This is an optimization exercise on Yosys and OpenROAD, whose aim is small area, a short achievable clock period and few clock cycles per item, not a production implementation. RTL that was checked went through simulation tests only; none was proved equivalent to the original. For run 2, only the layout was checked, not whether the RTL still works. Power and IR drop assume default switching activity.

<file path="flow/flow/run.sh">
#!/bin/bash
# The standard flow, with three changes to how the layout is made:
#  - Yosys's adder-cell mapping is off (adders are left as plain gates for ABC),
#  - ABC uses its area script,
#  - the port buffers are buf_2 cells instead of the slow delay-buffer cell that
#    buffer_ports picks by default.
set -euo pipefail
bash standard.sh ADDER_MAP_FILE= ABC_AREA=1 "BUFFER_PORTS_ARGS=-buffer_cell sky130_fd_sc_hd__buf_2" finish > flow_standard.log 2>&1
</file>
<file path="flow/standard.sh">
#!/bin/bash
# synth_recipe.tcl (not shown) runs the flow's synth.tcl, then flattens the netlist and writes it again
# the make line also repeats each setting of config.mk as NAME=value (left out here)
make -C /OpenROAD-flow-scripts/flow DESIGN_CONFIG=/design/flow/config.mk WORK_HOME=/design/flow/orfs CLKGATE_MAP_FILE= SYNTH_SCRIPT=/design/flow/synth_recipe.tcl "${@:-finish}"
</file>
<file path="flow/config.mk">
export PLATFORM = sky130hd
export DESIGN_NAME = sobel_top
export DESIGN_NICKNAME = sobel_top
export VERILOG_FILES = /design/flow/design.v
export SDC_FILE = /design/flow/constraint.sdc
export NUM_CORES = 4
export LEC_CHECK = 0
export CAP_MARGIN = 20
export CORE_MARGIN = 2
export CORE_UTILIZATION = 40
export CTS_CLUSTER_DIAMETER = 80
export CTS_CLUSTER_SIZE = 24
export SETUP_SLACK_MARGIN = 3.1
export SLEW_MARGIN = 20
</file>
<file path="flow/constraint.sdc">
create_clock -name core_clock -period 5.5 [get_ports {clk}]
set_input_delay 1.1000 -clock core_clock [delete_from_list [all_inputs] [get_ports {clk}]]
set_output_delay 1.1000 -clock core_clock [all_outputs]
set_load 0.01 [all_outputs]
</file>
<file path="flow/design.v">
package sobel_pkg;
    typedef logic [11:0] rgb_t;
    typedef logic [7:0]  apb_addr_t;
    typedef logic [31:0] apb_data_t;
endpackage
module sobel_grad (
    input  logic [3:0] tl, ml, bl,
    input  logic [3:0] tc, bc,
    input  logic [3:0] tr, mr, br,
    output logic [6:0] dx,
    output logic [6:0] dy
);
    logic gx_1;
    logic gx_2;
    logic gx_3;
    logic gx_4;
    logic gx_5;
    logic gx_6;
    logic gx_7;
    logic gx_8;
    logic gx_9;
    logic gx_10;
    logic gx_11;
    logic gx_12;
    logic gx_13;
    logic gx_14;
    logic gx_15;
    logic gx_16;
    logic gx_17;
    logic gx_18;
    logic gx_19;
    logic gx_20;
    logic gx_21;
    logic gx_22;
    logic gx_23;
    logic gx_24;
    logic gx_25;
    logic gx_26;
    logic gx_27;
    logic gx_28;
    logic gx_29;
    logic gx_30;
    logic gx_31;
    logic gx_32;
    logic gx_33;
    logic gx_34;
    logic gx_35;
    logic gx_36;
    logic gx_37;
    logic gx_38;
    logic gy_1;
    logic gy_2;
    logic gy_3;
    logic gy_4;
    logic gy_5;
    logic gy_6;
    logic gy_7;
    logic gy_8;
    logic gy_9;
    logic gy_10;
    logic gy_11;
    logic gy_12;
    logic gy_13;
    logic gy_14;
    logic gy_15;
    logic gy_16;
    logic gy_17;
    logic gy_18;
    logic gy_19;
    logic gy_20;
    logic gy_21;
    logic gy_22;
    logic gy_23;
    logic gy_24;
    logic gy_25;
    logic gy_26;
    logic gy_27;
    logic gy_28;
    logic gy_29;
    logic gy_30;
    logic gy_31;
    logic gy_32;
    logic gy_33;
    logic gy_34;
    logic gy_35;
    logic gy_36;
    logic gy_37;
    logic gy_38;
    assign gx_1 = tl[2] ^ bl[2];
    assign gx_2 = tl[2] & bl[2];
    assign gx_3 = tl[3] ^ bl[3];
    assign gx_4 = tl[3] & bl[3];
    assign gx_5 = tl[1] ^ bl[1] ^ ml[0];
    assign gx_6 = (tl[1] & bl[1]) | (tl[1] & ml[0]) | (bl[1] & ml[0]);
    assign gx_7 = gx_1 ^ ml[1] ^ ~tr[2];
    assign gx_8 = (gx_1 & ml[1]) | (gx_1 & ~tr[2]) | (ml[1] & ~tr[2]);
    assign gx_9 = ~br[2] ^ ~mr[1];
    assign gx_10 = ~br[2] & ~mr[1];
    assign gx_11 = gx_3 ^ ml[2] ^ ~tr[3];
    assign gx_12 = (gx_3 & ml[2]) | (gx_3 & ~tr[3]) | (ml[2] & ~tr[3]);
    assign gx_13 = ~br[3] ^ ~mr[2] ^ gx_2;
    assign gx_14 = (~br[3] & ~mr[2]) | (~br[3] & gx_2) | (~mr[2] & gx_2);
    assign gx_15 = ml[3] ^ ~mr[3];
    assign gx_16 = ml[3] & ~mr[3];
    assign gx_17 = tl[0] ^ bl[0];
    assign gx_18 = tl[0] & bl[0];
    assign gx_19 = gx_5 ^ ~tr[1] ^ ~br[1];
    assign gx_20 = (gx_5 & ~tr[1]) | (gx_5 & ~br[1]) | (~tr[1] & ~br[1]);
    assign gx_21 = gx_7 ^ gx_9 ^ 1'b1;
    assign gx_22 = (gx_7 & gx_9) | (gx_7 & 1'b1) | (gx_9 & 1'b1);
    assign gx_23 = gx_11 ^ gx_13 ^ gx_8;
    assign gx_24 = (gx_11 & gx_13) | (gx_11 & gx_8) | (gx_13 & gx_8);
    assign gx_25 = gx_15 ^ gx_4 ^ gx_12;
    assign gx_26 = (gx_15 & gx_4) | (gx_15 & gx_12) | (gx_4 & gx_12);
    assign gx_27 = gx_17 ^ ~tr[0];
    assign gx_28 = gx_17 & ~tr[0];
    assign gx_29 = gx_19 ^ ~mr[0] ^ gx_18;
    assign gx_30 = (gx_19 & ~mr[0]) | (gx_19 & gx_18) | (~mr[0] & gx_18);
    assign gx_31 = gx_21 ^ gx_6 ^ gx_20;
    assign gx_32 = (gx_21 & gx_6) | (gx_21 & gx_20) | (gx_6 & gx_20);
    assign gx_33 = gx_23 ^ gx_10 ^ gx_22;
    assign gx_34 = (gx_23 & gx_10) | (gx_23 & gx_22) | (gx_10 & gx_22);
    assign gx_35 = gx_25 ^ gx_14 ^ gx_24;
    assign gx_36 = (gx_25 & gx_14) | (gx_25 & gx_24) | (gx_14 & gx_24);
    assign gx_37 = gx_16 ^ gx_26;
    assign gx_38 = gx_16 & gx_26;
    assign gy_1 = tl[2] ^ tr[2];
    assign gy_2 = tl[2] & tr[2];
    assign gy_3 = tl[3] ^ tr[3];
    assign gy_4 = tl[3] & tr[3];
    assign gy_5 = tl[1] ^ tr[1] ^ tc[0];
    assign gy_6 = (tl[1] & tr[1]) | (tl[1] & tc[0]) | (tr[1] & tc[0]);
    assign gy_7 = gy_1 ^ tc[1] ^ ~bl[2];
    assign gy_8 = (gy_1 & tc[1]) | (gy_1 & ~bl[2]) | (tc[1] & ~bl[2]);
    assign gy_9 = ~br[2] ^ ~bc[1];
    assign gy_10 = ~br[2] & ~bc[1];
    assign gy_11 = gy_3 ^ tc[2] ^ ~bl[3];
    assign gy_12 = (gy_3 & tc[2]) | (gy_3 & ~bl[3]) | (tc[2] & ~bl[3]);
    assign gy_13 = ~br[3] ^ ~bc[2] ^ gy_2;
    assign gy_14 = (~br[3] & ~bc[2]) | (~br[3] & gy_2) | (~bc[2] & gy_2);
    assign gy_15 = tc[3] ^ ~bc[3];
    assign gy_16 = tc[3] & ~bc[3];
    assign gy_17 = tl[0] ^ tr[0];
    assign gy_18 = tl[0] & tr[0];
    assign gy_19 = gy_5 ^ ~bl[1] ^ ~br[1];
    assign gy_20 = (gy_5 & ~bl[1]) | (gy_5 & ~br[1]) | (~bl[1] & ~br[1]);
    assign gy_21 = gy_7 ^ gy_9 ^ 1'b1;
    assign gy_22 = (gy_7 & gy_9) | (gy_7 & 1'b1) | (gy_9 & 1'b1);
    assign gy_23 = gy_11 ^ gy_13 ^ gy_8;
    assign gy_24 = (gy_11 & gy_13) | (gy_11 & gy_8) | (gy_13 & gy_8);
    assign gy_25 = gy_15 ^ gy_4 ^ gy_12;
    assign gy_26 = (gy_15 & gy_4) | (gy_15 & gy_12) | (gy_4 & gy_12);
    assign gy_27 = gy_17 ^ ~bl[0];
    assign gy_28 = gy_17 & ~bl[0];
    assign gy_29 = gy_19 ^ ~bc[0] ^ gy_18;
    assign gy_30 = (gy_19 & ~bc[0]) | (gy_19 & gy_18) | (~bc[0] & gy_18);
    assign gy_31 = gy_21 ^ gy_6 ^ gy_20;
    assign gy_32 = (gy_21 & gy_6) | (gy_21 & gy_20) | (gy_6 & gy_20);
    assign gy_33 = gy_23 ^ gy_10 ^ gy_22;
    assign gy_34 = (gy_23 & gy_10) | (gy_23 & gy_22) | (gy_10 & gy_22);
    assign gy_35 = gy_25 ^ gy_14 ^ gy_24;
    assign gy_36 = (gy_25 & gy_14) | (gy_25 & gy_24) | (gy_14 & gy_24);
    assign gy_37 = gy_16 ^ gy_26;
    assign gy_38 = gy_16 & gy_26;
    logic [6:0] dx_a, dx_b, dx_s;
    logic [7:0] dx_c;
    assign dx_a[0] = gx_27;
    assign dx_b[0] = ~br[0];
    assign dx_a[1] = gx_29;
    assign dx_b[1] = gx_28;
    assign dx_a[2] = gx_31;
    assign dx_b[2] = gx_30;
    assign dx_a[3] = gx_33;
    assign dx_b[3] = gx_32;
    assign dx_a[4] = gx_35;
    assign dx_b[4] = gx_34;
    assign dx_a[5] = gx_37;
    assign dx_b[5] = gx_36;
    assign dx_a[6] = 1'b1;
    assign dx_b[6] = gx_38;
    assign dx_c[0] = 1'b0;
    for (genvar i = 0; i < 7; i++) begin : g_dx
        assign dx_s[i]   = dx_a[i] ^ dx_b[i] ^ dx_c[i];
        assign dx_c[i+1] = (dx_a[i] & dx_b[i]) | (dx_c[i] & (dx_a[i] ^ dx_b[i]));
    end
    logic [6:0] dy_a, dy_b, dy_s;
    logic [7:0] dy_c;
    assign dy_a[0] = gy_27;
    assign dy_b[0] = ~br[0];
    assign dy_a[1] = gy_29;
    assign dy_b[1] = gy_28;
    assign dy_a[2] = gy_31;
    assign dy_b[2] = gy_30;
    assign dy_a[3] = gy_33;
    assign dy_b[3] = gy_32;
    assign dy_a[4] = gy_35;
    assign dy_b[4] = gy_34;
    assign dy_a[5] = gy_37;
    assign dy_b[5] = gy_36;
    assign dy_a[6] = 1'b1;
    assign dy_b[6] = gy_38;
    assign dy_c[0] = 1'b0;
    for (genvar i = 0; i < 7; i++) begin : g_dy
        assign dy_s[i]   = dy_a[i] ^ dy_b[i] ^ dy_c[i];
        assign dy_c[i+1] = (dy_a[i] & dy_b[i]) | (dy_c[i] & (dy_a[i] ^ dy_b[i]));
    end
    assign dx = dx_s;
    assign dy = dy_s;
endmodule
module sobel_sq (
    input  logic [6:0]  d,
    output logic [11:0] q
);
    always_comb begin
        case (d)
            7'd80: q = 12'd2304;
            7'd81: q = 12'd2209;
            7'd82: q = 12'd2116;
            7'd83: q = 12'd2025;
            7'd84: q = 12'd1936;
            7'd85: q = 12'd1849;
            7'd86: q = 12'd1764;
            7'd87: q = 12'd1681;
            7'd88: q = 12'd1600;
            7'd89: q = 12'd1521;
            7'd90: q = 12'd1444;
            7'd91: q = 12'd1369;
            7'd92: q = 12'd1296;
            7'd93: q = 12'd1225;
            7'd94: q = 12'd1156;
            7'd95: q = 12'd1089;
            7'd96: q = 12'd1024;
            7'd97: q = 12'd961;
            7'd98: q = 12'd900;
            7'd99: q = 12'd841;
            7'd100: q = 12'd784;
            7'd101: q = 12'd729;
            7'd102: q = 12'd676;
            7'd103: q = 12'd625;
            7'd104: q = 12'd576;
            7'd105: q = 12'd529;
            7'd106: q = 12'd484;
            7'd107: q = 12'd441;
            7'd108: q = 12'd400;
            7'd109: q = 12'd361;
            7'd110: q = 12'd324;
            7'd111: q = 12'd289;
            7'd112: q = 12'd256;
            7'd113: q = 12'd225;
            7'd114: q = 12'd196;
            7'd115: q = 12'd169;
            7'd116: q = 12'd144;
            7'd117: q = 12'd121;
            7'd118: q = 12'd100;
            7'd119: q = 12'd81;
            7'd120: q = 12'd64;
            7'd121: q = 12'd49;
            7'd122: q = 12'd36;
            7'd123: q = 12'd25;
            7'd124: q = 12'd16;
            7'd125: q = 12'd9;
            7'd126: q = 12'd4;
            7'd127: q = 12'd1;
            7'd0: q = 12'd0;
            7'd1: q = 12'd1;
            7'd2: q = 12'd4;
            7'd3: q = 12'd9;
            7'd4: q = 12'd16;
            7'd5: q = 12'd25;
            7'd6: q = 12'd36;
            7'd7: q = 12'd49;
            7'd8: q = 12'd64;
            7'd9: q = 12'd81;
            7'd10: q = 12'd100;
            7'd11: q = 12'd121;
            7'd12: q = 12'd144;
            7'd13: q = 12'd169;
            7'd14: q = 12'd196;
            7'd15: q = 12'd225;
            7'd16: q = 12'd256;
            7'd17: q = 12'd289;
            7'd18: q = 12'd324;
            7'd19: q = 12'd361;
            7'd20: q = 12'd400;
            7'd21: q = 12'd441;
            7'd22: q = 12'd484;
            7'd23: q = 12'd529;
            7'd24: q = 12'd576;
            7'd25: q = 12'd625;
            7'd26: q = 12'd676;
            7'd27: q = 12'd729;
            7'd28: q = 12'd784;
            7'd29: q = 12'd841;
            7'd30: q = 12'd900;
            7'd31: q = 12'd961;
            7'd32: q = 12'd1024;
            7'd33: q = 12'd1089;
            7'd34: q = 12'd1156;
            7'd35: q = 12'd1225;
            7'd36: q = 12'd1296;
            7'd37: q = 12'd1369;
            7'd38: q = 12'd1444;
            7'd39: q = 12'd1521;
            7'd40: q = 12'd1600;
            7'd41: q = 12'd1681;
            7'd42: q = 12'd1764;
            7'd43: q = 12'd1849;
            7'd44: q = 12'd1936;
            7'd45: q = 12'd2025;
            7'd46: q = 12'd2116;
            7'd47: q = 12'd2209;
            7'd48: q = 12'd2304;
            default: q = 12'd0;
        endcase
    end
endmodule
module sobel_edge_test (
    input  logic [11:0] qx,
    input  logic [11:0] qy,
    input  logic [12:0] thresh,
    output logic        is_edge
);
    logic [12:0] nt, a, b, x, y;
    logic [13:0] c;
    assign nt = ~thresh;
    assign x  = {1'b0, qx};
    assign y  = {1'b0, qy};
    for (genvar i = 0; i < 13; i++) begin : g_csa
        assign a[i] = x[i] ^ y[i] ^ nt[i];
        assign b[i] = (x[i] & y[i]) | (x[i] & nt[i]) | (y[i] & nt[i]);
    end
    assign c[0] = 1'b0;
    assign c[1] = 1'b0;
    for (genvar i = 1; i < 13; i++) begin : g_carry
        assign c[i+1] = (a[i] & b[i-1]) | (c[i] & (a[i] | b[i-1]));
    end
    assign is_edge = b[12] ^ c[13];
endmodule
`timescale 1ns/1ps
module sobel_top #(
    parameter int IMG_WIDTH  = 160,
    parameter int IMG_HEIGHT = 120,
    parameter int ADDR_W     = 15
) (
    input  logic                 clk,
    input  logic                 rst_n,
    input  logic                 psel,
    input  logic                 penable,
    input  logic                 pwrite,
    input  sobel_pkg::apb_addr_t paddr,
    input  sobel_pkg::apb_data_t pwdata,
    output sobel_pkg::apb_data_t prdata,
    output logic                 pready,
    output logic                 pslverr,
    output logic                 src_rd_en,
    output logic [ADDR_W-1:0]    src_addr,
    input  sobel_pkg::rgb_t      src_data,
    output logic                 edge_we,
    output logic [ADDR_W-1:0]    edge_addr,
    output logic                 edge_bit
);
    localparam int L      = 14;
    localparam int K      = L - 2;
    localparam int NSTRIP = (IMG_HEIGHT - 2 + K - 1) / K;
    localparam int J_LAST = (IMG_HEIGHT - 1) - (NSTRIP - 1) * K;
    localparam int CH     = 2 * L + 3;
    localparam logic [ADDR_W-1:0] STEP_ROW   = ADDR_W'(IMG_WIDTH);
    localparam logic [ADDR_W-1:0] STEP_COL   = ADDR_W'(1 - (L - 1) * IMG_WIDTH);
    localparam logic [ADDR_W-1:0] STEP_STRIP = ADDR_W'(-IMG_WIDTH - (IMG_WIDTH - 1));
    localparam logic [ADDR_W-1:0] EDGE_INIT  = ADDR_W'(-3 * IMG_WIDTH + (IMG_WIDTH - 1) - IMG_WIDTH - 1);
    logic [12:0] thresh;
    logic [3:0]  margin;
    logic        busy;
    logic        done;
    logic [14:0] last_count;
    logic [14:0] cnt;
    logic [14:0] cnt_next;
    logic [14:0] rd_q;
    logic        err_q;
    logic        wr_th_q, wr_mg_q, wr_ct_q;
    logic        a_ct, a_th, a_mg, a_st, a_cn;
    assign a_ct = (paddr == 8'h00);
    assign a_th = (paddr == 8'h04);
    assign a_mg = (paddr == 8'h08);
    assign a_st = (paddr == 8'h0C);
    assign a_cn = (paddr == 8'h10);
    logic        a_ok;
    logic [14:0] rd_sel;
    assign a_ok = (paddr[7:5] == 3'd0) && (paddr[1:0] == 2'd0);
    always_comb begin
        case (paddr[4:2])
            3'd1:    rd_sel = {2'd0, thresh};
            3'd2:    rd_sel = {11'd0, margin};
            3'd3:    rd_sel = {13'd0, done, busy};
            3'd4:    rd_sel = last_count;
            default: rd_sel = '0;
        endcase
    end
    always_ff @(posedge clk) begin
        rd_q    <= a_ok ? rd_sel : 15'd0;
        err_q   <= !(a_ct || a_th || a_mg || a_st || a_cn) || (pwrite && busy && (a_ct || a_th || a_mg));
        wr_th_q <= pwrite && !busy && a_th;
        wr_mg_q <= pwrite && !busy && a_mg;
        wr_ct_q <= pwrite && !busy && a_ct;
    end
    logic access;
    logic start;
    assign pready  = 1'b1;
    assign pslverr = err_q;
    assign prdata  = {17'd0, rd_q};
    assign access  = psel && penable;
    assign start   = access && wr_ct_q && pwdata[0];
    always_ff @(posedge clk or negedge rst_n) begin
        if (!rst_n) begin
            thresh <= 13'd3000;
            margin <= 4'd0;
        end else begin
            if (access && wr_th_q) thresh <= pwdata[12:0];
            if (access && wr_mg_q) margin <= pwdata[3:0];
        end
    end
    logic [3:0]  j;       
    logic [7:0]  x;       
    logic [6:0]  ry;      
    logic        rd_done;
    logic        col_end;
    logic        strip_end;
    logic        final_rd;
    always_ff @(posedge clk) begin
        col_end   <= busy && !col_end && (j == 4'(L - 2));
        strip_end <= busy && (col_end ? (!strip_end && (x == 8'(IMG_WIDTH - 2))) : strip_end);
    end
    logic        rd_next;
    assign final_rd  = strip_end && (ry == 7'(IMG_HEIGHT - 1)) && (j == 4'(J_LAST));
    always_ff @(posedge clk) begin
        if (!busy) begin
            j         <= '0;
            x         <= '0;
            ry        <= '0;
            src_addr  <= '0;
            edge_addr <= EDGE_INIT;
            rd_done   <= 1'b0;
        end else begin
            if (col_end) begin
                j <= '0;
                if (strip_end) begin
                    x        <= '0;
                    ry       <= ry - 7'd1;
                    src_addr <= src_addr + STEP_STRIP;
                end else begin
                    x        <= x + 8'd1;
                    ry       <= ry - 7'(L - 1);
                    src_addr <= src_addr + STEP_COL;
                end
            end else begin
                j        <= j + 4'd1;
                ry       <= ry + 7'd1;
                src_addr <= src_addr + STEP_ROW;
            end
            if (j == 4'd4) begin
                edge_addr <= edge_addr + ((x == 8'd0) ? STEP_STRIP : STEP_COL);
            end else begin
                edge_addr <= edge_addr + STEP_ROW;
            end
            if (src_rd_en && final_rd) rd_done <= 1'b1;
        end
    end
    always_comb begin
        if (!busy) begin
            rd_next = start;
        end else if (rd_done || final_rd) begin
            rd_next = 1'b0;
        end else if (col_end) begin
            rd_next = !strip_end || (ry <= 7'(IMG_HEIGHT));
        end else begin
            rd_next = (ry <= 7'(IMG_HEIGHT - 2));
        end
    end
    always_ff @(posedge clk or negedge rst_n) begin
        if (!rst_n) src_rd_en <= 1'b0;
        else        src_rd_en <= rd_next;
    end
    logic [3:0] luma;
    logic [3:0] ch [0:CH-1];
    assign luma = 4'(src_data[11:10]) + 4'(src_data[7:5]) + 4'(src_data[7]) + 4'(src_data[3]);
    always_ff @(posedge clk) begin
        ch[0] <= luma;
        for (int i = 1; i < CH; i++) ch[i] <= ch[i-1];
    end
    logic [6:0]  dx_d, dy_d, dx, dy;
    logic [11:0] qx_d, qy_d, qx, qy;
    logic        is_edge;
    sobel_grad u_grad (
        .tl (ch[2*L+2]),
        .ml (ch[2*L+1]),
        .bl (ch[2*L]),
        .tc (ch[L+2]),
        .bc (ch[L]),
        .tr (ch[2]),
        .mr (ch[1]),
        .br (ch[0]),
        .dx (dx_d),
        .dy (dy_d)
    );
    sobel_sq u_sqx (.d(dx), .q(qx_d));
    sobel_sq u_sqy (.d(dy), .q(qy_d));
    sobel_edge_test u_test (
        .qx      (qx),
        .qy      (qy),
        .thresh  (thresh),
        .is_edge (is_edge)
    );
    always_ff @(posedge clk) begin
        dx <= dx_d;
        dy <= dy_d;
        qx <= qx_d;
        qy <= qy_d;
    end
    logic v0, m0;
    logic [4:1] v;
    logic [4:1] m;
    assign v0 = src_rd_en && (j >= 4'd2) && (x >= 8'd2);
    assign m0 = (x <= 8'(margin)) || ((9'(x) + 9'(margin)) > 9'(IMG_WIDTH))
             || (ry <= 7'(margin)) || ((8'(ry) + 8'(margin)) > 8'(IMG_HEIGHT));
    always_ff @(posedge clk or negedge rst_n) begin
        if (!rst_n) begin
            v       <= '0;
            edge_we <= 1'b0;
        end else begin
            v       <= {v[3:1], v0};
            edge_we <= v[4];
        end
    end
    logic cnt_inc;
    always_ff @(posedge clk) begin
        m        <= {m[3:1], m0};
        edge_bit <= is_edge && !m[4];
        cnt_inc  <= v[4] && is_edge && !m[4];
    end
    assign cnt_next = cnt + 15'(cnt_inc);
    always_ff @(posedge clk) begin
        if (!busy) cnt <= '0;
        else       cnt <= cnt_next;
    end
    always_ff @(posedge clk or negedge rst_n) begin
        if (!rst_n) begin
            busy       <= 1'b0;
            done       <= 1'b0;
            last_count <= '0;
        end else if (start) begin
            busy <= 1'b1;
            done <= 1'b0;
        end else if (busy && rd_done && (v == 4'd0) && !cnt_inc) begin
            busy       <= 1'b0;
            done       <= 1'b1;
            last_count <= cnt;
        end
    end
endmodule
</file>
==> out/summary.txt, run 1 <==
OUTCOME
----------------------------------------------------------------------------------
Status                                                                complete, no violations

GLOBAL ROUTE
----------------------------------------------------------------------------------
Leftover overflow at the end of global routing                                   0
Most Crowded Layer GR                                                         met2
Initial antenna violation count                                                  0
Global-route wire length before repair                                    43400 um
Vias in the first global route                                                9393
Largest net degree at the start of global routing                               53
Met2 layer usage reported by global route                                    0.272
Overall fraction of global-route tracks in use                               0.157
Met1 GRT Util                                                                0.205
Met3 routing resource usage after global routing                            0.0215

SETUP PATH
----------------------------------------------------------------------------------
Critical Path Sink Type                                                 output pin
Number of cells on the critical path                                             1
Setup Crit Path Kind                                                       reg2out
Setup slack on the worst flop-to-flop path                                 3320 ps
Worst Path Arrival                                                         1140 ps
Reg-to-reg endpoint                                                          qy[7]
Largest stage delay on the critical path                                    460 ps
Largest fanout on the critical path                                              5
Slowest cell on the critical path                                          dfxtp_1
Start point of the critical path                                      edge_addr[10]
CP Buf/Inv Count                                                                 1
Register-to-Register Path Depth                                                  6
Worst r2r src                                                                dy[3]
Critical path required time                                                4400 ps
Cells traversed along the worst timing path                                  buf_2
Termination of the worst setup path                                   edge_addr[10]
Critical path startpoint category                                             flop
Crit path max-delay family                                              flip-flops

PLACED DESIGN
----------------------------------------------------------------------------------
Final RePlAce weighted congestion                                            0.857
Half-perimeter wire length of the detailed placement result               18800 um
Total instance count after detailed placement                                 2092
Port Buf Inserts                                                                80
Pre-CTS setup slack                                                        2800 ps
Placement-stage cell area                                               0.0131 mm2

JOB
----------------------------------------------------------------------------------
Number of max-capacitance violations reported                                    0

SYNTH
----------------------------------------------------------------------------------
Prevailing post-synth register cell                                        dfxtp_1
Count of warnings emitted by yosys                                               4
Gate count after technology mapping                                           1639
Register area share after synthesis                                          0.490
Ranking of synthesized cells by area                                  dfxtp_1 (41%), nand2_1 (12%), dfrtp_1 (6.7%), inv_1 (6.5%), nor2_1 (5.1%)
Synthesis-stage register bit count                                             292
Area share of the leading cell type in the synthesized netlist               0.408
Async set-or-reset flop fraction in the synthesized netlist                  0.137
Yosys top cell by area                                                     dfxtp_1
Share of synthesized cell area in and, or, nand and nor gates                0.273
Mux contribution to synthesized area                                       0.00729
Cell area after synthesis                                               0.0124 mm2
Fraction of the mapped netlist area in compound gates                        0.120
Combinational family with the most area after synthesis               simple AND/OR/NAND/NOR gates
Number of enable-type register cells in the synthesized netlist                  0
Most instantiated cells after synthesis                               nand2_1 (404), dfxtp_1 (252), inv_1 (213), nor2_1 (168), o21ai_0 (103)
Unique masters post-synth                                                       63
Post-Synth XOR/XNOR Area                                                    0.0211
Post-Synth Adder-Cell Area                                                       0
Cell with the most instances after synthesis                               nand2_1
Mean cell area of the mapped netlist                                      7.54 um2

FINISH
----------------------------------------------------------------------------------
Multi-input gate area                                                  0.00534 mm2
Final cell count without fillers                                              2120
Diodes inserted                                                                  0
Area growth from synthesis to layout                                         11.0%
Final core area utilization                                                  0.450
Share of final-layout standard cells stronger than drive strength 1          0.132
Post-layout nets                                                              1773
Summed area of non-filler cells in the final layout                     0.0137 mm2
Area used by sequential logic in the layout                            0.00607 mm2
Filler cell count in the final layout                                         3050

PWR
----------------------------------------------------------------------------------
Leakage power figure                                                       6.44 nW
Seq pwr share                                                                0.448
Overall power consumption                                                  5.93 mW
Switching portion of total power                                             0.363
Fraction of power consumed by the clock network                              0.228
Reported net switching power                                               2.15 mW
Cell area power density                                                 432 mW/mm2
Combinational cell fraction of total power                                   0.324
Design internal power                                                      3.78 mW
Worst-case vdd ir drop                                                      277 uV

TIMING
----------------------------------------------------------------------------------
Relative slew margins                                                        0.311
Total of endpoints with negative setup slack in the final report                 0
Final TNS setup                                                               0 ps
Final number of max-transition violations                                        0
Maximum clock rate                                                         447 MHz
Period utilisation layout                                                    0.407
Worst Max-Slew Pin Slew                                                    1030 ps
Final hold viol count                                                            0
Setup slack of the critical path after layout                              3260 ps
Final critical-path required period                                        2240 ps
Hold Slack                                                                  325 ps
Clk_skew                                                                   17.2 ps
RSZ-0062 raised after global routing                                            no

ROUTE
----------------------------------------------------------------------------------
First-pass detailed-route iteration total                                        5
Vias after detailed routing                                                  10068
First DRT Iteration DRCs                                                       493
Final routed DRC violation total                                                 0
Wirelength, routed                                                        25300 um
Mean routed wirelength per cell                                            11.9 um
Remaining number of nets flagged by the antenna check after routing              0
Average vias per placed instance                                              4.75

FLOORPLANNING
----------------------------------------------------------------------------------
Die area                                                                0.0323 mm2
Standard-cell rows                                                              64
Initial standard-cell utilization of the core                                0.405
Floorplan Core Area                                                     0.0305 mm2
Width of the die                                                            180 um
Count of boundary I/O pins                                                     124
Vert. Die Dim                                                               180 um

CLOCK TREE
----------------------------------------------------------------------------------
Hold buffer count at CTS                                                         0
Clock latency of the later-clocked register in the worst-skew pair          500 ps
Clk pin slew, worst setup/hold paths                                         90 ps
Maximum number of buffers from clock root to sink                                3
Master cell of the clock root buffer                                     clkbuf_16
Clock tree from TritonCTS                                                     done
H-tree depth                                                                     1
Inserted Clock Buffers                                                          17
Clock sink total                                                               292

MIN PATH
----------------------------------------------------------------------------------
Worst hold path type                                                       reg2reg

[power by group through the flow]
stage / logic (mW) / clock network (mW) / registers, mW
after floorplan: 1.63 / 0 / 2.56
after global placement: 1.91 / 0 / 2.70
after detailed placement: 1.92 / 0 / 2.70
after CTS: 1.92 / 1.41 / 2.65
after global routing: 2.24 / 1.48 / 2.70
final: 1.92 / 1.35 / 2.66
[per-layer routing]
metal	up-vias	wire length (um)
li1	5353	-
met1	4500	12000
met2	183	11700
met3	32	1060
met4	0	572
met5	-	0
[flip-flops by register name, indices dropped and copies added, names as in the netlist, 8 cells and up]
| name | cells |
|---|---|
| rd_q | 15 |
| src_addr | 15 |
| x | 8 |
| edge_addr | 15 |
| thresh | 13 |
| ch | 124 |
| cnt | 15 |
| last_count | 15 |
| qx | 11 |
| qy | 11 |
[final cells by class]
type,instances,share of cell area
Tap cell,396,0.0361
Clock inverter,5,0.00556
Multi-Input combinational cell,1092,0.389
Sequential cell,292,0.442
Timing Repair Buffer,84,0.0314
Clock buffer,22,0.0331
Inverter,229,0.0629
[what timing repair did]
item,in CTS,in global routing
buffers inserted,0,1
gates resized for setup,0,27
endpoints found under the hold margin,0,0
setup endpoints to repair,0,30
[cell families after synthesis]
kind of cell / Yosys count
compound gates: 256
buf+inv: 271
simple gates: 781
mux: 8
xor+xnor: 29
other cells: 2
flops: 292
[how the worst min path moves through the flow]
stage,from,to,cells past startpoint
5_1_grt,ch[9][2],ch[10][2],0
6_report,ch[9][2],ch[10][2],0
2_1_floorplan,ch[9][0],ch[10][0],0
3_5_place_dp,ch[25][0],ch[26][0],0
4_1_cts,ch[9][2],ch[10][2],0
3_3_place_gp,ch[18][2],ch[19][2],0
[layout by cell type (no fill, tap or decap), types with 6 or more instances in the layout]
cell type and n:
dfstp_2 7, nor2_2 9, a221oi_1 8, inv_1 212
o21ai_0 103, dfxtp_2 9, nand3_1 84, mux2_2 8
a31oi_1 8, buf_2 80, or2_2 9, inv_2 13
o211ai_1 8, dfxtp_1 243, nand2_2 41, xnor2_1 12
nand4_1 13, o31ai_1 6, clkbuf_16 17, nand3b_1 6
dfrtp_1 32, nand2_1 398, nor3_1 26, xor2_1 16
conb_1 18, nand3_2 6, nor2_1 164, a21oi_1 81
Testbench counts, summed over its fixed seeds: cycles 358,704, frames 16.
==> run 2, diff against run 1 <==
--- a/flow/design.v
+++ b/flow/design.v
@@ -359,7 +359,7 @@
     output logic [ADDR_W-1:0]    edge_addr,
     output logic                 edge_bit
 );
-    localparam int L      = 14;
+    localparam int L      = 12;
     localparam int K      = L - 2;
     localparam int NSTRIP = (IMG_HEIGHT - 2 + K - 1) / K;
     localparam int J_LAST = (IMG_HEIGHT - 1) - (NSTRIP - 1) * K;
==> out/summary.txt, run 2 <==
FLOORPLANNING
-------------------------------------------------------------------------------------
Floorplan Core Area                                                        0.0298 mm2
Initial standard-cell utilization of the core                                   0.408
Width of the die                                                               178 um
Standard-cell rows                                                                 63
Vert. Die Dim                                                                  178 um
Count of boundary I/O pins                                                        124
Die area                                                                   0.0318 mm2

ROUTE
-------------------------------------------------------------------------------------
Wirelength, routed                                                           26500 um
Final routed DRC violation total                                                    0
Mean routed wirelength per cell                                               12.3 um
Remaining number of nets flagged by the antenna check after routing                 0
Average vias per placed instance                                                 4.83
First DRT Iteration DRCs                                                          631
First-pass detailed-route iteration total                                           5
Vias after detailed routing                                                     10441

PLACED DESIGN
-------------------------------------------------------------------------------------
Half-perimeter wire length of the detailed placement result                  19400 um
Pre-CTS setup slack                                                           2720 ps
Port Buf Inserts                                                                   80
Final RePlAce weighted congestion                                               0.838
Total instance count after detailed placement                                    2120

TIMING
-------------------------------------------------------------------------------------
Final critical-path required period                                           2220 ps
Period utilisation layout                                                       0.403
Final number of max-transition violations                                           0
RSZ-0062 raised after global routing                                              yes
Total of endpoints with negative setup slack in the final report                    0
Maximum clock rate                                                            451 MHz
Final hold viol count                                                               0
Setup slack of the critical path after layout                                 3280 ps
Final TNS setup                                                                  0 ps
Worst Max-Slew Pin Slew                                                        946 ps
Clk_skew                                                                      15.4 ps
Relative slew margins                                                           0.369

SYNTH
-------------------------------------------------------------------------------------
Cell area after synthesis                                                  0.0122 mm2
Synthesis-stage register bit count                                                276
Number of enable-type register cells in the synthesized netlist                     0
Yosys top cell by area                                                        dfxtp_1
Area share of the leading cell type in the synthesized netlist                  0.389
Async set-or-reset flop fraction in the synthesized netlist                     0.145
Register area share after synthesis                                             0.472
Prevailing post-synth register cell                                           dfxtp_1
Mean cell area of the mapped netlist                                         7.25 um2
Most instantiated cells after synthesis                                  nand2_1 (437), dfxtp_1 (236), inv_1 (227), nor2_1 (205), o21ai_0 (119)
Gate count after technology mapping                                              1677
Cell with the most instances after synthesis                                  nand2_1
Unique masters post-synth                                                          56
Count of warnings emitted by yosys                                                  4
Ranking of synthesized cells by area                                     dfxtp_1 (39%), nand2_1 (14%), inv_1 (7.0%), dfrtp_1 (6.8%), nor2_1 (6.3%)

CLOCK TREE
-------------------------------------------------------------------------------------
Inserted Clock Buffers                                                             17
H-tree depth                                                                        1
Clock sink total                                                                  276
Maximum number of buffers from clock root to sink                                   3
Clk pin slew, worst setup/hold paths                                            90 ps
Clock tree from TritonCTS                                                        done
Clock latency of the later-clocked register in the worst-skew pair             500 ps
Hold buffer count at CTS                                                            0
Master cell of the clock root buffer                                        clkbuf_16

SETUP PATH
-------------------------------------------------------------------------------------
Slowest cell on the critical path                                             dfxtp_1
Critical Path Sink Type                                                          flop
Critical path required time                                                   5940 ps
Cells traversed along the worst timing path                              inv_1, or2_2, nand3_1, nand2_1, xnor2_1, nor2_1, inv_1, nand2_1, xor2_1, xnor2_1, clkinv_1, nand2_1, nand2_2, nand2_1, nand2_1, nor2_2
Largest fanout on the critical path                                                 3
Critical path startpoint category                                                flop
Setup Crit Path Kind                                                          reg2reg
Dominant cell type by count on the critical path                              nand2_1
Setup slack on the worst flop-to-flop path                                    3280 ps
Worst Path Arrival                                                            2650 ps
Largest stage delay on the critical path                                       330 ps

FINISH
-------------------------------------------------------------------------------------
Diodes inserted                                                                     0
Register with the most flip-flops                                                  ch
Area growth from synthesis to layout                                            12.9%
Most frequent cells in the layout                                        nand2_1 (417), inv_1 (224), dfxtp_1 (217), nor2_1 (198), o21ai_0 (119)
Post-layout nets                                                                 1818
Largest register FFs                                                              108
Most frequent standard cell in the layout excluding fill and tap cells        nand2_1
Share of final-layout standard cells stronger than drive strength 1             0.142
Final core area utilization                                                     0.461
Final cell count without fillers                                                 2160
Filler cell count in the final layout                                            3030

PWR
-------------------------------------------------------------------------------------
Cell area power density                                                    417 mW/mm2
Leakage power figure                                                          6.45 nW
Worst-case vdd ir drop                                                         354 uV

GLOBAL ROUTE
-------------------------------------------------------------------------------------
Overall fraction of global-route tracks in use                                  0.167
Vias in the first global route                                                   9616
Initial antenna violation count                                                     0
Largest net degree at the start of global routing                                  41
Global-route wire length before repair                                       44300 um
Leftover overflow at the end of global routing                                      0

OUTCOME
-------------------------------------------------------------------------------------
Status                                                                   complete, no violations

JOB
-------------------------------------------------------------------------------------
Number of max-capacitance violations reported                                       0

MIN PATH
-------------------------------------------------------------------------------------
Worst hold path type                                                          reg2reg

## run 2: cell types whose count changed after synthesis, moves of 16 or more
cell | before | now
nor2_1 | 168 | 205
nand2_1 | 404 | 437
nand2_2 | 36 | 14
a21oi_1 | 81 | 65
dfxtp_1 | 252 | 236
o21ai_0 | 103 | 119
## run 2: final timing paths
check | from | to | cells past startpoint
setup reg to reg | ch[1][3] | dx[6] | 16
hold / removal | ch[9][1] | ch[10][1] | 0
min in group asynchronous | rst_n | last_count[14] | 1
setup / recovery | ch[1][3] | dx[6] | 16
hold reg to reg | ch[9][1] | ch[10][1] | 0
max in group asynchronous | rst_n | busy | 1
## run 2: cell type report
cell class	instances	area [um2]	area share
Tap cell	390	488	0.0356
Multi-Input combinational cell	1137	5560	0.405
Sequential cell	276	5770	0.421
Inverter	236	896	0.0653
Clock inverter	8	71.3	0.00520
Clock buffer	20	437	0.0318
Timing Repair Buffer	93	498	0.0363
## run 2: cells by family after synthesis
logic type | share of synthesized area
other | 0.000618
muxes | 0.00834
and+or+nand+nor | 0.285
buffers and inverters | 0.0925
DFF | 0.472
AOI/OAI and AO/OA | 0.120
xor gates and xnor gates | 0.0209
adders and majority gates | 0.000824
## run 2: repair_timing
item,CTS,global route
pin swaps,0,15
setup endpoints to repair,36,44
setup buffers,0,10
gates cloned,0,1
resized for setup,5,80
endpoints found under the hold margin,0,0
## run 2: routing by layer
layer / vias to the layer above / wire (um) / track usage
li1: 5466 / - / -
met1: 4738 / 12300 / 0.213
met2: 205 / 12500 / 0.301
met3: 32 / 1190 / 0.0224
met4: 0 / 492 / 0.0373
met5: - / 0 / 0
## run 2: worst max-delay path: cells and delay by family (launching register included)
kind,cells,cell delay (ps)
flops,1,330
buf+inv,3,220
simple gates,10,1090
xor+xnor,3,520
## run 2: power by group
group	switching (mW)	internal, mW	total [mW]
Sequential	0.231	2.28	2.51
Combinational	1.22	0.696	1.92
Clock	0.698	0.593	1.29
Total	2.15	3.57	5.72
## run 2: per-stage QoR
step	hold slack (ps)	cell area [um2]	total power, mW
6_report	321	13700	5.72
5_1_grt	316	13700	6.21
4_1_cts	321	13400	5.71
3_5_place_dp	312	12900	4.40
3_3_place_gp	311	12900	4.40
2_1_floorplan	310	12200	3.97
==> run 3, diff against run 2 <==
--- a/flow/design.v
+++ b/flow/design.v
@@ -550,10 +550,10 @@
         end else if (start) begin
             busy <= 1'b1;
             done <= 1'b0;
-        end else if (busy && rd_done && (v == 4'd0) && !cnt_inc) begin
+        end else if (busy && rd_done && (v == 4'd0)) begin
             busy       <= 1'b0;
             done       <= 1'b1;
-            last_count <= cnt;
+            last_count <= cnt_next;
         end
     end
 endmodule
==> flow/flow/run.sh (replaced) <==
#!/bin/bash
# The standard flow, with these changes to how the layout is made:
#  - Yosys's adder-cell mapping is off (adders are left as plain gates for ABC),
#  - ABC uses its area script, with a delay target for its mapper,
#  - the port buffers are buf_2 cells instead of the slow delay-buffer cell that
#    buffer_ports picks by default.
set -euo pipefail
ARGS=(ADDER_MAP_FILE= ABC_AREA=1 "BUFFER_PORTS_ARGS=-buffer_cell sky130_fd_sc_hd__buf_2")
# Synthesis reads the ORFS scripts from a copy whose ABC area script maps with -D 1700
cp -r "$FLOW_HOME/scripts" synth_scripts
sed -i 's/^map -B 0.9$/map -B 0.9 -D 1700/' synth_scripts/abc_area.script
cat synth_scripts/abc_area.script > abc_script_used.log
bash standard.sh "${ARGS[@]}" SCRIPTS_DIR="$PWD/synth_scripts" synth > flow_synth.log 2>&1
bash standard.sh "${ARGS[@]}" finish > flow_standard.log 2>&1
==> out/summary.txt, run 3 <==
FINISH
-------------------------------------------------------------------------------------
Most frequent cells in the layout                                        nand2_1 (406), inv_1 (219), dfxtp_1 (218), nor2_1 (190), o21ai_0 (110)
Register with the most flip-flops                                                  ch
Final core area utilization                                                     0.458
Diodes inserted                                                                     0
Share of final-layout standard cells stronger than drive strength 1             0.122
Summed area of non-filler cells in the final layout                        0.0137 mm2
Post-layout nets                                                                 1799
Most frequent standard cell in the layout excluding fill and tap cells        nand2_1
Largest register FFs                                                              108
Filler cell count in the final layout                                            2959
Area growth from synthesis to layout                                            12.2%

SETUP PATH
-------------------------------------------------------------------------------------
Critical path required time                                                   4400 ps
Slowest cell on the critical path                                             dfxtp_1
Critical Path Sink Type                                                    output pin
Critical path startpoint category                                                flop
Termination of the worst setup path                                      edge_addr[5]
Cells traversed along the worst timing path                                     buf_2
Setup Crit Path Kind                                                          reg2out
Largest stage delay on the critical path                                       460 ps
Reg-to-reg endpoint                                                      edge_addr[14]
CP Buf/Inv Count                                                                    1
Worst Path Arrival                                                            1130 ps
Worst r2r src                                                                    x[2]
Setup slack on the worst flop-to-flop path                                    3310 ps
Largest fanout on the critical path                                                 6
Crit path max-delay family                                                 flip-flops
Register-to-Register Path Depth                                                    18
Start point of the critical path                                         edge_addr[5]
Number of cells on the critical path                                                1

GLOBAL ROUTE
-------------------------------------------------------------------------------------
Global-route wire length before repair                                       43000 um
Largest net degree at the start of global routing                                  41
Vias in the first global route                                                   9480
Initial antenna violation count                                                     0
Overall fraction of global-route tracks in use                                  0.160
Leftover overflow at the end of global routing                                      0

FLOORPLANNING
-------------------------------------------------------------------------------------
Vert. Die Dim                                                                  179 um
Standard-cell rows                                                                 63
Count of boundary I/O pins                                                        124
Width of the die                                                               179 um
Initial standard-cell utilization of the core                                   0.408
Die area                                                                   0.0319 mm2
Floorplan Core Area                                                        0.0299 mm2

PWR
-------------------------------------------------------------------------------------
Cell area power density                                                    434 mW/mm2
Leakage power figure                                                          6.73 nW
Worst-case vdd ir drop                                                         263 uV

SYNTH
-------------------------------------------------------------------------------------
Number of enable-type register cells in the synthesized netlist                     0
Gate count after technology mapping                                              1661
Most instantiated cells after synthesis                                  nand2_1 (413), dfxtp_1 (236), inv_1 (221), nor2_1 (197), o21ai_0 (115)
Yosys top cell by area                                                        dfxtp_1
Prevailing post-synth register cell                                           dfxtp_1
Unique masters post-synth                                                          61
Synthesis-stage register bit count                                                276
Async set-or-reset flop fraction in the synthesized netlist                     0.145
Register area share after synthesis                                             0.470
Area share of the leading cell type in the synthesized netlist                  0.387
Mean cell area of the mapped netlist                                         7.35 um2
Cell area after synthesis                                                  0.0122 mm2
Count of warnings emitted by yosys                                                  4
Cell with the most instances after synthesis                                  nand2_1
Ranking of synthesized cells by area                                     dfxtp_1 (39%), nand2_1 (13%), inv_1 (6.8%), dfrtp_1 (6.8%), nor2_1 (6.1%)

CLOCK TREE
-------------------------------------------------------------------------------------
Inserted Clock Buffers                                                             17
Hold buffer count at CTS                                                            0
Master cell of the clock root buffer                                        clkbuf_16
Clock tree from TritonCTS                                                        done
Clock sink total                                                                  276
H-tree depth                                                                        1
Clock latency of the later-clocked register in the worst-skew pair             510 ps
Clk pin slew, worst setup/hold paths                                           100 ps
Maximum number of buffers from clock root to sink                                   3

ROUTE
-------------------------------------------------------------------------------------
First DRT Iteration DRCs                                                          703
Vias after detailed routing                                                     10297
First-pass detailed-route iteration total                                           6
Average vias per placed instance                                                 4.81
Mean routed wirelength per cell                                               11.8 um
Wirelength, routed                                                           25200 um
Final routed DRC violation total                                                    0
Remaining number of nets flagged by the antenna check after routing                 0

JOB
-------------------------------------------------------------------------------------
Number of max-capacitance violations reported                                       0

PLACED DESIGN
-------------------------------------------------------------------------------------
Half-perimeter wire length of the detailed placement result                  18200 um
Placement-stage cell area                                                  0.0129 mm2
Port Buf Inserts                                                                   80
Final RePlAce weighted congestion                                               0.887

MIN PATH
-------------------------------------------------------------------------------------
Worst hold path type                                                          reg2reg

TIMING
-------------------------------------------------------------------------------------
Maximum clock rate                                                            448 MHz
Final critical-path required period                                           2230 ps
Total of endpoints with negative setup slack in the final report                    0
Final number of max-transition violations                                           0
Relative slew margins                                                           0.352
Worst Max-Slew Pin Slew                                                        970 ps
Hold Slack                                                                     318 ps
RSZ-0062 raised after global routing                                              yes
Clk_skew                                                                      29.1 ps
Final hold viol count                                                               0
Period utilisation layout                                                       0.406
Final TNS setup                                                                  0 ps

OUTCOME
-------------------------------------------------------------------------------------
Status                                                                   complete, no violations

==> run 3: cell count changes after synthesis, moves of 6 or more <==
cell / before / now
a21oi_1: 65 / 75
xor2_1: 15 / 24
nor2_2: 9 / 0
nand3_1: 89 / 99
inv_1: 227 / 221
nor2_1: 205 / 197
nand2_1: 437 / 413
==> run 3: cell families after synthesis <==
logic type / share of synthesized area
buf+inv: 0.0901
compound gates: 0.130
mux: 0.00820
flops: 0.470
xor+xnor: 0.0300
simple gates: 0.271
other cells: 0.000615
==> run 3: power by group <==
part,internal [mW],switching [mW]
sequential,2.34,0.260
combinational,0.732,1.26
clock,0.656,0.703
==> run 3: stage by stage <==
| step | worst slack, ps | instances | power [mW] |
|---|---|---|---|
| 6_report | 3270 | 2141 | 5.94 |
| 5_1_grt | 3020 | 2141 | 6.46 |
| 3_5_place_dp | 2750 | 2102 | 4.59 |
| 3_3_place_gp | 2770 | 2102 | 4.59 |
| 4_1_cts | 3100 | 2133 | 5.98 |
| 2_1_floorplan | 3390 | 1677 | 4.18 |
==> run 3: layout make-up <==
class | count | area [um2] | area share
clock buffers | 22 | 454 | 0.0332
clock inverters | 6 | 100 | 0.00731
inverters | 226 | 852 | 0.0622
multi-input cells | 1127 | 5520 | 0.403
flip-flops and latches | 276 | 5760 | 0.421
well taps | 390 | 488 | 0.0356
repair buffers | 94 | 509 | 0.0372
==> run 3: layer usage <==
| metal | share of wire | up-vias | wire (um) | track usage |
|---|---|---|---|---|
| met5 | 0 | - | 0 | 0 |
| met4 | 0.017 | 0 | 432 | 0.0403 |
| met3 | 0.045 | 36 | 1130 | 0.0204 |
| met2 | 0.46 | 203 | 11500 | 0.275 |
| met1 | 0.48 | 4616 | 12200 | 0.213 |
| li1 | - | 5442 | - | - |
==> run 3: how the worst min path moves through the flow <==
stage | start | to | slack (ps) | cells after the start
4_1_cts | ch[15][1] | ch[16][1] | 320 | 0
5_1_grt | ch[22][3] | ch[23][3] | 320 | 0
2_1_floorplan | ch[9][0] | ch[10][0] | 310 | 0
3_3_place_gp | ch[22][0] | ch[23][0] | 310 | 0
3_5_place_dp | ch[21][3] | ch[22][3] | 310 | 0
6_report | ch[15][1] | ch[16][1] | 320 | 0
==> run 3: what timing repair did <==
item / CTS / global route
buffers inserted: 3 / 8
setup endpoints to repair: 4 / 18
pin swaps: 1 / 11
gates resized for setup: 2 / 51
Testbench counts of run 3, summed over its fixed seeds: cycles 368,928, frames 16.
==> run 4, diff against run 3 <==
--- a/flow/flow/run.sh
+++ b/flow/flow/run.sh
@@ -6,9 +6,9 @@
 #    buffer_ports picks by default.
 set -euo pipefail
 ARGS=(ADDER_MAP_FILE= ABC_AREA=1 "BUFFER_PORTS_ARGS=-buffer_cell sky130_fd_sc_hd__buf_2")
-# Synthesis reads the ORFS scripts from a copy whose ABC area script maps with -D 1700
+# Synthesis reads the ORFS scripts from a copy whose ABC area script maps with -D 2100
 cp -r "$FLOW_HOME/scripts" synth_scripts
-sed -i 's/^map -B 0.9$/map -B 0.9 -D 1700/' synth_scripts/abc_area.script
+sed -i 's/^map -B 0.9$/map -B 0.9 -D 2100/' synth_scripts/abc_area.script
 cat synth_scripts/abc_area.script > abc_script_used.log
 bash standard.sh "${ARGS[@]}" SCRIPTS_DIR="$PWD/synth_scripts" synth > flow_synth.log 2>&1
 bash standard.sh "${ARGS[@]}" finish > flow_standard.log 2>&1
==> out/summary.txt, run 4 <==
SYNTH
-------------------------------------------------------------------------------------
Gate count after technology mapping                                              1661
Post-Synth XOR/XNOR Area                                                       0.0300
Combinational family with the most area after synthesis                  simple AND/OR/NAND/NOR gates
Yosys top cell by area                                                        dfxtp_1
Synthesis-stage register bit count                                                276
Post-Synth Adder-Cell Area                                                          0
Ranking of synthesized cells by area                                     dfxtp_1 (39%), nand2_1 (13%), inv_1 (6.8%), dfrtp_1 (6.8%), nor2_1 (6.1%)
Unique masters post-synth                                                          61
Mean cell area of the mapped netlist                                         7.35 um2
Register area share after synthesis                                             0.470
Fraction of the mapped netlist area in compound gates                           0.130
Count of warnings emitted by yosys                                                  4
Cell area after synthesis                                                  0.0122 mm2
Share of synthesized cell area in and, or, nand and nor gates                   0.271
Async set-or-reset flop fraction in the synthesized netlist                     0.145
Prevailing post-synth register cell                                           dfxtp_1
Number of enable-type register cells in the synthesized netlist                     0
Mux contribution to synthesized area                                          0.00820
Most instantiated cells after synthesis                                  nand2_1 (413), dfxtp_1 (236), inv_1 (221), nor2_1 (197), o21ai_0 (115)
Area share of the leading cell type in the synthesized netlist                  0.387
Cell with the most instances after synthesis                                  nand2_1

FINISH
-------------------------------------------------------------------------------------
Diodes inserted                                                                     0
Post-layout nets                                                                 1799
Area growth from synthesis to layout                                            12.2%
Most frequent standard cell in the layout excluding fill and tap cells        nand2_1
Final core area utilization                                                     0.458
Area used by sequential logic in the layout                               0.00576 mm2
Multi-input gate area                                                     0.00552 mm2
Share of final-layout standard cells stronger than drive strength 1             0.122
Register with the most flip-flops                                                  ch
Most frequent cells in the layout                                        nand2_1 (406), inv_1 (219), dfxtp_1 (218), nor2_1 (190), o21ai_0 (110)
Filler cell count in the final layout                                            2959
Largest register FFs                                                              108

PLACED DESIGN
-------------------------------------------------------------------------------------
Half-perimeter wire length of the detailed placement result                  18200 um
Port Buf Inserts                                                                   80
Final RePlAce weighted congestion                                               0.887

CLOCK TREE
-------------------------------------------------------------------------------------
Hold buffer count at CTS                                                            0
Clock latency of the later-clocked register in the worst-skew pair             510 ps
H-tree depth                                                                        1
Clk pin slew, worst setup/hold paths                                           100 ps
Maximum number of buffers from clock root to sink                                   3
Inserted Clock Buffers                                                             17
Clock tree from TritonCTS                                                        done
Clock sink total                                                                  276
Master cell of the clock root buffer                                        clkbuf_16

ROUTE
-------------------------------------------------------------------------------------
First-pass detailed-route iteration total                                           6
Remaining number of nets flagged by the antenna check after routing                 0
Final routed DRC violation total                                                    0
First DRT Iteration DRCs                                                          703
Wirelength, routed                                                           25200 um
Average vias per placed instance                                                 4.81
Mean routed wirelength per cell                                               11.8 um
Vias after detailed routing                                                     10297

SETUP PATH
-------------------------------------------------------------------------------------
Reg-to-reg endpoint                                                      edge_addr[14]
Critical path startpoint category                                                flop
Largest stage delay on the critical path                                       460 ps
Critical path required time                                                   4400 ps
Largest fanout on the critical path                                                 6
Crit path max-delay family                                                 flip-flops
Cells traversed along the worst timing path                                     buf_2
Slowest cell on the critical path                                             dfxtp_1
Setup slack on the worst flop-to-flop path                                    3310 ps
Worst Path Arrival                                                            1130 ps
Critical Path Sink Type                                                    output pin
CP Buf/Inv Count                                                                    1
Setup Crit Path Kind                                                          reg2out
Number of cells on the critical path                                                1
Register-to-Register Path Depth                                                    18
Worst r2r src                                                                    x[2]

GLOBAL ROUTE
-------------------------------------------------------------------------------------
Overall fraction of global-route tracks in use                                  0.160
Global-route wire length before repair                                       43000 um
Largest net degree at the start of global routing                                  41
Leftover overflow at the end of global routing                                      0
Vias in the first global route                                                   9480
Initial antenna violation count                                                     0

FLOORPLANNING
-------------------------------------------------------------------------------------
Die area                                                                   0.0319 mm2
Floorplan Core Area                                                        0.0299 mm2
Standard-cell rows                                                                 63
Initial standard-cell utilization of the core                                   0.408
Width of the die                                                               179 um
Vert. Die Dim                                                                  179 um
Count of boundary I/O pins                                                        124

JOB
-------------------------------------------------------------------------------------
Number of max-capacitance violations reported                                       0

PWR
-------------------------------------------------------------------------------------
Combinational cell fraction of total power                                      0.334
Leakage power figure                                                          6.73 nW
Fraction of power consumed by the clock network                                 0.228
Design internal power                                                         3.73 mW
Switching portion of total power                                                0.373
Seq pwr share                                                                   0.437
Cell area power density                                                    434 mW/mm2
Reported net switching power                                                  2.22 mW
Worst-case vdd ir drop                                                         263 uV

TIMING
-------------------------------------------------------------------------------------
Final hold viol count                                                               0
Maximum clock rate                                                            448 MHz
Total of endpoints with negative setup slack in the final report                    0
Final TNS setup                                                                  0 ps
Relative slew margins                                                           0.352
RSZ-0062 raised after global routing                                              yes
Worst Max-Slew Pin Slew                                                        970 ps
Period utilisation layout                                                       0.406
Clk_skew                                                                      29.1 ps
Final critical-path required period                                           2230 ps
Final number of max-transition violations                                           0

MIN PATH
-------------------------------------------------------------------------------------
Startpoint of the tightest hold check path                                  ch[15][1]
Hold-critical path endpoint                                                 ch[16][1]
Worst hold path type                                                          reg2reg
Number of instances on the worst hold path                                          0

OUTCOME
-------------------------------------------------------------------------------------
Status                                                                   complete, no violations

run 4: cell counts after synthesis:
No cell type changed its count.
run 4: layout make-up:
cell class / instances / area share
flip-flops and latches: 276 / 0.421
repair buffers: 94 / 0.0372
well taps: 390 / 0.0356
clock inverters: 6 / 0.00731
inverters: 226 / 0.0622
clock buffers: 22 / 0.0332
multi-input cells: 1127 / 0.403
run 4: cells by family (layout without fill, tap and decap cells):
| logic type | count (synthesis) | count (layout) |
|---|---|---|
| other | 2 | 18 |
| AND/OR/NAND/NOR | 788 | 788 |
| AO/OA/AOI/OAI | 271 | 271 |
| multiplexers | 9 | 9 |
| flip-flops | 276 | 276 |
| buffers and inverters | 274 | 348 |
| XOR/XNOR | 41 | 41 |
run 4: worst max path at each step:
stage | to | slack [ps] | start
after global routing | dy[5] | 3020 | ch[26][2]
after CTS | x[7] | 3100 | col_end
after floorplan | ch[0][2] | 3390 | src_data[5]
after detailed placement | rd_q[2] | 2750 | paddr[2]
after global placement | rd_q[2] | 2770 | paddr[2]
final | edge_addr[5] | 3270 | edge_addr[5]
run 4: per-stage QoR:
step	area [um2]	hold slack (ps)	setup slack, ps	total power, mW	instances
2_1_floorplan	12300	310	3390	4.18	1677
3_3_place_gp	12900	311	2770	4.59	2102
3_5_place_dp	12900	312	2750	4.59	2102
4_1_cts	13500	317	3100	5.98	2133
5_1_grt	13700	325	3020	6.46	2141
6_report	13700	318	3270	5.94	2141
run 4: repair_timing:
action | 4_1_cts | 5_1_grt
endpoints found under the setup margin | 4 | 18
resized for setup | 2 | 51
pin swaps | 1 | 11
setup buffers | 3 | 8
run 4: routing by layer:
metal	GRT usage	wire, um	vias to the layer above	share of wire
met5	0	0	-	0
li1	-	-	5442	-
met3	0.0204	1130	36	0.045
met2	0.275	11500	203	0.46
met4	0.0403	432	0	0.017
met1	0.213	12200	4616	0.48
run 4: power groups by stage:
stage	clock (mW)	combinational, mW	sequential (mW)
finish	1.36	1.99	2.60
global route	1.49	2.33	2.65
CTS	1.42	1.96	2.59
detailed placement	0	1.95	2.64
global placement	0	1.95	2.64
floorplan	0	1.68	2.50

what the ideal ports hide:
The flow's constraints put no driver on any port. The routed layouts listed below were extracted and timed again, unchanged, in two steps.
Step 1 assumes that a clkbuf_16 drives the clock port and a buf_2 every other input.
Step 2 moves the port delays by t, midway between the first and last clock arrival at a register: inputs arrive t later, outputs are due t later. That takes back most of the time a late clock gives input paths.
Three values: ideal, step 1, step 2; two values: the first two.
run	t, ns	slack for setup (ns)	clock arrival spread, ns	worst data-port slew with drivers (ns)	cell pins on the clock port's net
run 1	0.539	3.263 / 3.216 / 2.858	0.024 / 0.024	0.08	1
run 2	0.540	3.284 / 3.243 / 2.778	0.021 / 0.020	0.03	1
run 3	0.543	3.269 / 3.219 / 2.878	0.032 / 0.032	0.04	1
run 4	0.543	3.269 / 3.219 / 2.878	0.032 / 0.032	0.04	1
After both steps every run listed still meets setup and hold. For run 2, which loses most, drivers alone change the setup slack by -0.041 ns; drivers and shift together by -0.506 ns.
